Background: an optimization exercise with open tools, aiming at a short achievable clock period and few clock cycles. Do not read the settings as production practice. The RTL was checked by simulation tests, not by an equivalence proof against the original design. The clock port is modelled as an ideal driver, which makes a skipped or thinned clock tree look cheaper than it is; a real chip needs a root buffer or a tree. Power is estimated from default activity; no workload was simulated.

## old
// dlx_top
module dlx_top (
    input  logic        clk,
    input  logic        rst_n,
    output logic [31:0] imem_addr,
    input  logic [31:0] imem_data,
    output logic [31:0] dmem_addr,
    output logic [31:0] dmem_wdata,
    output logic        dmem_we,
    input  logic [31:0] dmem_rdata
);
export LEC_CHECK = 0
export CAP_MARGIN = 20
export CORE_MARGIN = 2
export CORE_UTILIZATION = 45
export SETUP_SLACK_MARGIN = 3.5
export SLEW_MARGIN = 20
export SYNTH_HIERARCHICAL = 1
export SYNTH_MINIMUM_KEEP_SIZE = 0
create_clock -name core_clock -period 5.5 [get_ports {clk}]
standard.sh (not shown) runs the stock make flow with config.mk's settings and CLKGATE_MAP_FILE= SYNTH_SCRIPT=/design/flow/synth_recipe.tcl, a recipe that flattens the netlist after the stock synthesis.
==> flow/flow/run.sh <==
#!/bin/bash
# The standard layout, with the clock tree built by flow/mycts.tcl (a
# balanced two-level tree: four roots on the clock port, one leaf buffer
# per group of flip-flops) in place of TritonCTS. If the routed layout is
# left with an antenna violation, the layout is made once more with the
# cells spread a little more.
set -euo pipefail
W=$(pwd)
args=("PRE_CTS_TCL=$W/flow/mycts.tcl" MYCTS_STRIPS=8 MYCTS_SLICES=8 MYCTS_ROOT=sky130_fd_sc_hd__buf_16)
bash standard.sh "${args[@]}" finish > "$W/standard.log" 2>&1
R=$W/orfs/results/sky130hd/dlx_top/base
printf 'read_db %s\nputs "ANTENNAS [check_antennas]"\n' "$R/6_final.odb" > "$W/antcheck.tcl"
n=$(openroad -no_init -exit "$W/antcheck.tcl" 2>&1 | tee "$W/antcheck.log" | sed -n 's/^ANTENNAS //p')
if [[ "$n" != "0" ]]; then
  mv "$W/orfs" "$W/orfs_try1"
  rm -f "$W/out/final.def"
  bash standard.sh "${args[@]}" PLACE_DENSITY_LB_ADDON=0.05 finish > "$W/standard2.log" 2>&1
fi
Other scripts of this flow, unchanged in this note and not shown: flow/flow/mycts.tcl
Testbench counts of old, summed over its fixed seeds: cycles 24,878.
Inputs modified between old and new:
diff --git a/flow/design.v b/flow/design.v
--- a/flow/design.v
+++ b/flow/design.v
@@ -381,19 +381,19 @@
     logic [31:0] b_d;
     always_ff @(posedge clk) begin
         if (!stall) begin
             d_rs1   <= f_rs1;
             d_rs2   <= f_rs2;
             d_rd    <= f_rd;
             d_imm   <= {{16{r_ir[15]}}, r_ir[15:0]};
             d_r     <= f_r;
             d_inv   <= f_sub || f_slt;
-            d_arith <= f_add || f_sub || f_addi || f_lw || f_sw;
+            d_arith <= f_add || f_sub || f_addi || (f_lw && !f_early) || f_sw;
             d_and   <= f_and;
             d_or    <= f_or;
             d_slt   <= f_slt;
         end
     end
     always_ff @(posedge clk) begin
         if (!stall) begin
             rfq_a <= f_rf_a;
             rfq_b <= f_rf_b;
@@ -460,29 +460,26 @@
         .cn2 (cn2)
     );
     logic [31:0] p;
     logic [31:0] lg;
     logic [31:0] r0;     
     logic [31:0] r1;     
     logic [31:0] cs;     
     logic        v0;
     assign p  = ean ^ ebn;
-    assign lg = ({32{e_and}} & (ea & eb)) | ({32{e_or}} & (ea | eb));
+    assign lg = ({32{e_and}} & (ea & eb)) | ({32{e_or}} & (ea | eb)) |
+                ({32{e_early}} & dmem_rdata);
     assign v0 = e_arith ? (p[0] ^ e_inv) : lg[0];
     always_comb begin
         r0 = e_arith ? p : lg;
         r1 = e_arith ? ~p : lg;
         r0[0] = e_slt ? (p[31] | ea[31]) : v0;
         r1[0] = e_slt ? (!p[31] && ea[31]) : v0;
-        if (e_early) begin
-            r0 = dmem_rdata;
-            r1 = dmem_rdata;
-        end
     end
     assign cs = {cn[31:1], cn[31]};
     logic [31:0] cs2;
     assign cs2 = {cn2[31:1], cn2[31]};
     logic [31:0] za0;
     logic [31:0] za1;
     logic [31:0] zb0;
     logic [31:0] zb1;
     assign za0 = d_fa ? r0 : a_d;
Findings:
new against old: sequential fraction of design power higher; post-layout minimum cycle time lower; starting DRC count in detailed routing lower. old consumes more power than new. g_rf[1].q[22] as the capture point of the critical path was reported by new, and ebn[13] by old. In the reports for new and old, the smaller part of the power in combinational logic belongs to new. new against old: worst-case setup margin in the final layout shows an increase of 9.0 ps; part of the cycle the worst path needs shows a reduction of 0.16 points.
Testbench counts of new, summed over its fixed seeds: cycles 24,878.
No run of this note takes its clock network from TritonCTS; it comes from the design's own scripts or RTL.


alpha:
Another version of the RTL of dlx_top (not shown whole).
Size: roughly 6100 cells after synthesis, ~83000 µm² of cells after synthesis.
Design dlx_top, start of the top module:
module dlx_top (
    input  logic        clk,
    input  logic        rst_n,
    output logic [31:0] imem_addr,
    input  logic [31:0] imem_data,
    output logic [31:0] dmem_addr,
    output logic [31:0] dmem_wdata,
    output logic        dmem_we,
    input  logic [31:0] dmem_rdata
);
    logic [29:0] pc;
    logic [29:0] pc_o;       
    logic        stall;      
    logic        d_wr;       
    logic        d_lw;       
    logic        d_early;    
    logic        d_sw;
    logic        d_r;        
    logic        d_inv;      
    logic        d_arith;    
    logic        d_and;
    logic        d_or;
    logic        d_slt;
    logic [4:0]  d_rs1;
    logic [4:0]  d_rs2;
    logic [4:0]  d_rd;
    logic [31:0] d_imm;
    logic [31:0] rfq_a;      
    logic [31:0] rfq_b;
    logic        d_fa;       
    logic        d_fb;
    logic        d_fs;
    logic        d_mal;      
    logic        d_mbl;
    logic        d_mar;      
    logic        d_mbr;
    logic        d_wa;       
    logic        d_wb;
    logic        d_w2a;      
    logic        d_w2b;      
    logic        d_fsl;      
    logic        e_wr;
    logic        e_lw;
    logic        e_early;
    logic        e_sw;
    logic [4:0]  e_rd;
    logic        e_inv;
    logic        e_arith;
    logic        e_and;
    logic        e_or;
    logic        e_slt;
    logic        e_fsl;      
    logic        e_fs;       
    logic [31:0] ean;        
    logic [31:0] ebn;        
    logic [31:0] es;
    logic        m_wr;
    logic        m_lw;
    logic        m_sw;
    logic [4:0]  m_rd;
    logic [31:1] m_wen;      
    logic [31:0] m_res;
    logic [31:0] m_addr;     
    logic [31:0] m_sd;
    logic [31:0] m_val;      
    logic        w_wr;
    logic [4:0]  w_rd;
    logic [31:0] w_val;
    logic [31:0] w2_val;
    assign imem_addr = {pc_o, 2'b00};
    always_ff @(posedge clk or negedge rst_n) begin
        if (!rst_n) begin
            pc <= '0;
        end else if (!stall) begin
            pc <= pc + 30'd1;
        end
    end
    always_ff @(posedge clk) begin
        if (!rst_n) begin
            pc_o <= '0;
        end else if (!stall) begin
            pc_o <= pc + 30'd1;
        end
    end
    logic [5:0]  f_op;
    logic [5:0]  f_fn;
    logic [4:0]  f_rs1;
    logic [4:0]  f_rs2;
    logic [4:0]  f_rd;
    logic        f_add;
    logic        f_sub;
  ...
Settings: LEC_CHECK=0, CAP_MARGIN=20, CORE_MARGIN=2, CORE_UTILIZATION=40, SETUP_SLACK_MARGIN=3.5, SLEW_MARGIN=20, SYNTH_HIERARCHICAL=1, SYNTH_MINIMUM_KEEP_SIZE=0; clock period 5.5 ns.
==> flow/flow/run.sh <==
#!/bin/bash
# The standard layout, with the clock tree built by flow/mycts.tcl (a
# balanced two-level tree: four roots on the clock port, one leaf buffer
# per group of flip-flops) in place of TritonCTS. If the routed layout is
# left with an antenna violation, the layout is made once more with the
# cells spread a little more.
set -euo pipefail
W=$(pwd)
args=("PRE_CTS_TCL=$W/flow/mycts.tcl" MYCTS_STRIPS=8 MYCTS_SLICES=8)
bash standard.sh "${args[@]}" finish > "$W/standard.log" 2>&1
R=$W/orfs/results/sky130hd/dlx_top/base
printf 'read_db %s\nputs "ANTENNAS [check_antennas]"\n' "$R/6_final.odb" > "$W/antcheck.tcl"
n=$(openroad -no_init -exit "$W/antcheck.tcl" 2>&1 | tee "$W/antcheck.log" | sed -n 's/^ANTENNAS //p')
if [[ "$n" != "0" ]]; then
  mv "$W/orfs" "$W/orfs_try1"
  rm -f "$W/out/final.def"
  bash standard.sh "${args[@]}" PLACE_DENSITY_LB_ADDON=0.05 finish > "$W/standard2.log" 2>&1
fi
Other scripts of this flow, unchanged in this note and not shown: flow/flow/mycts.tcl
Testbench counts of alpha, summed over its fixed seeds: cycles 24,878.
## Diff of input files: beta against alpha
--- a/flow/design.v
+++ b/flow/design.v
@@ -149,27 +149,20 @@
     ks_nor2  u_l3a (.a(l2[0]), .b(l2[1]), .y(l3[0]));
     ks_nor2  u_l3b (.a(l2[2]), .b(l2[3]), .y(l3[1]));
     ks_nand2 u_l4  (.a(l3[0]), .b(l3[1]), .y(y));
 endmodule
 `default_nettype wire
 `default_nettype none
 module ks_mux2i (input wire s, input wire d0, input wire d1, output wire y);
     assign y = ~(s ? d1 : d0);
 endmodule
-module ks_a21o (input wire a, input wire b, input wire c, output wire y);
-    assign y = (a & b) | c;
-endmodule
 module ks_maj_p (input wire an, input wire bn, input wire cin, output wire y);
-    wire cinn;
-    wire u;
-    ks_inv   u_i (.a(cin), .y(cinn));
-    ks_a21o  u_u (.a(an), .b(bn), .c(cinn), .y(u));
-    ks_oai21 u_y (.t(an), .c(bn), .g(u), .y(y));
+    assign y = (~an & ~bn) | (cin & (~an | ~bn));
 endmodule
 module ks_carry_n (
     input  wire [31:0] an,
     input  wire [31:0] bn,
     input  wire        cin,
     output wire [31:0] cn,
     output wire [31:0] cn2
 );
     wire [31:0] g5b;
@@ -271,19 +264,18 @@
     logic        e_early;
     logic        e_sw;
     logic [4:0]  e_rd;
     logic        e_inv;
     logic        e_arith;
     logic        e_and;
     logic        e_or;
     logic        e_slt;
     logic        e_fsl;      
-    logic        e_fs;       
     logic [31:0] ean;        
     logic [31:0] ebn;        
     logic [31:0] es;
     logic        m_wr;
     logic        m_lw;
     logic        m_sw;
     logic [4:0]  m_rd;
     logic [31:1] m_wen;      
     logic [31:0] m_res;
@@ -496,48 +488,53 @@
         end
     end
     assign cs = {cn[31:1], cn[31]};
     logic [31:0] cs2;
     assign cs2 = {cn2[31:1], cn2[31]};
     logic [31:0] za0;
     logic [31:0] za1;
     logic [31:0] zb0;
     logic [31:0] zb1;
+    logic [31:0] zs0;
+    logic [31:0] zs1;
     assign za0 = d_fa ? r0 : a_d;
     assign za1 = d_fa ? r1 : a_d;
     assign zb0 = d_fb ? (r0 ^ {32{d_inv}}) : bop_d;
     assign zb1 = d_fb ? (r1 ^ {32{d_inv}}) : bop_d;
+    assign zs0 = d_fs ? r0 : b_d;
+    assign zs1 = d_fs ? r1 : b_d;
     logic [31:0] y;
     logic [31:0] ea_n;       
     logic [31:0] eb_n;       
+    logic [31:0] es_n;
     logic [31:0] addr_n;
     logic [31:0] zm0;
     logic [31:0] zm1;
     assign zm0 = d_early ? d_imm : r0;
     assign zm1 = d_early ? d_imm : r1;
     for (genvar i = 0; i < 32; i++) begin : g_sel
         ks_mux2  u_y (.s(cs2[i]), .d0(r1[i]),  .d1(r0[i]),  .y(y[i]));
         ks_mux2i u_a (.s(cs[i]), .d0(za1[i]), .d1(za0[i]), .y(ea_n[i]));
         ks_mux2i u_b (.s(cs[i]), .d0(zb1[i]), .d1(zb0[i]), .y(eb_n[i]));
+        ks_mux2  u_s (.s(cs2[i]), .d0(zs1[i]), .d1(zs0[i]), .y(es_n[i]));
         ks_mux2  u_m (.s(cs2[i]), .d0(zm1[i]), .d1(zm0[i]), .y(addr_n[i]));
     end
     always_ff @(posedge clk) begin
         ean     <= ea_n;
         ebn     <= eb_n;
-        es      <= b_d;
+        es      <= es_n;
         e_rd    <= d_rd;
         e_inv   <= d_inv;
         e_arith <= d_arith;
         e_and   <= d_and;
         e_or    <= d_or;
         e_slt   <= d_slt;
         e_fsl   <= d_fsl;
-        e_fs    <= d_fs;
     end
     always_ff @(posedge clk or negedge rst_n) begin
         if (!rst_n) begin
             e_wr <= 1'b0;
             e_lw <= 1'b0;
             e_early <= 1'b0;
             e_sw <= 1'b0;
         end else begin
             e_wr <= d_wr && !stall;
@@ -547,19 +544,19 @@
         end
     end
     assign m_val = m_lw ? dmem_rdata : m_res;
     always_ff @(posedge clk) begin
         m_addr <= addr_n;
         m_rd  <= e_rd;
         for (int k = 1; k < 32; k++) begin
             m_wen[k] <= e_wr && (e_rd == 5'(k));
         end
-        m_sd  <= e_fs ? m_res : (e_fsl ? dmem_rdata : es);
+        m_sd  <= e_fsl ? dmem_rdata : es;
         w_rd  <= m_rd;
         w_val <= m_val;
         w2_val <= w_val;
     end
     always_ff @(posedge clk or negedge rst_n) begin
         if (!rst_n) begin
             m_wr <= 1'b0;
             m_lw <= 1'b0;
             w_wr <= 1'b0;
==> comparison <==
Comparing beta and alpha, slew at the pin closest to its max-slew limit is higher on alpha. Comparing beta with alpha, the number of sequential cells came out essentially unchanged. beta and alpha ended up with nearly the same mean cell area of the mapped netlist. Per the comparison of beta with alpha, global placer's final weighted congestion picked up an extra about 3.6%, total core area +1.5%, fmax now sits higher, number of post-CTS setup repair buffers now smaller, setup slack higher. Min cell area after layout across beta and alpha: alpha. [diff] count of vias placed by the detailed router, beta relative to alpha: regression.
Testbench counts of beta, summed over its fixed seeds: cycles 24,878.
In every run of this note, the design's own scripts or RTL, not TritonCTS, make the clock network.

afterwards: timing with drivers on the ports:
The flow's constraints put no driver on any port. The routed layouts listed below were extracted and timed again, unchanged, in two steps.
Step 1: set_driving_cell puts a clkbuf_16 on clk and a buf_2 on each other input, an assumption about the parent block.
Step 2 times the ports against the registers' clock, not the clock port: input delays grow and output delays shrink by t, the midpoint of the rising clock arrivals with the driver on.
a / b / c = ideal / step 1 / step 2; a / b = the first two.
run	t (ns)	slack for setup (ns)	latest minus earliest clock arrival (ns)
old	0.687	3.270 / 3.197 / 2.763	0.046 / 0.046
new	0.693	3.279 / 3.186 / 2.964	0.046 / 0.045
alpha	0.744	3.246 / 3.055 / 2.665	0.036 / 0.035
beta	0.740	3.302 / 3.119 / 2.833	0.055 / 0.055
After both steps every run listed still meets setup and hold. The setup slack of alpha, which loses most, moves by -0.191 ns with the drivers and by -0.581 ns with both steps.
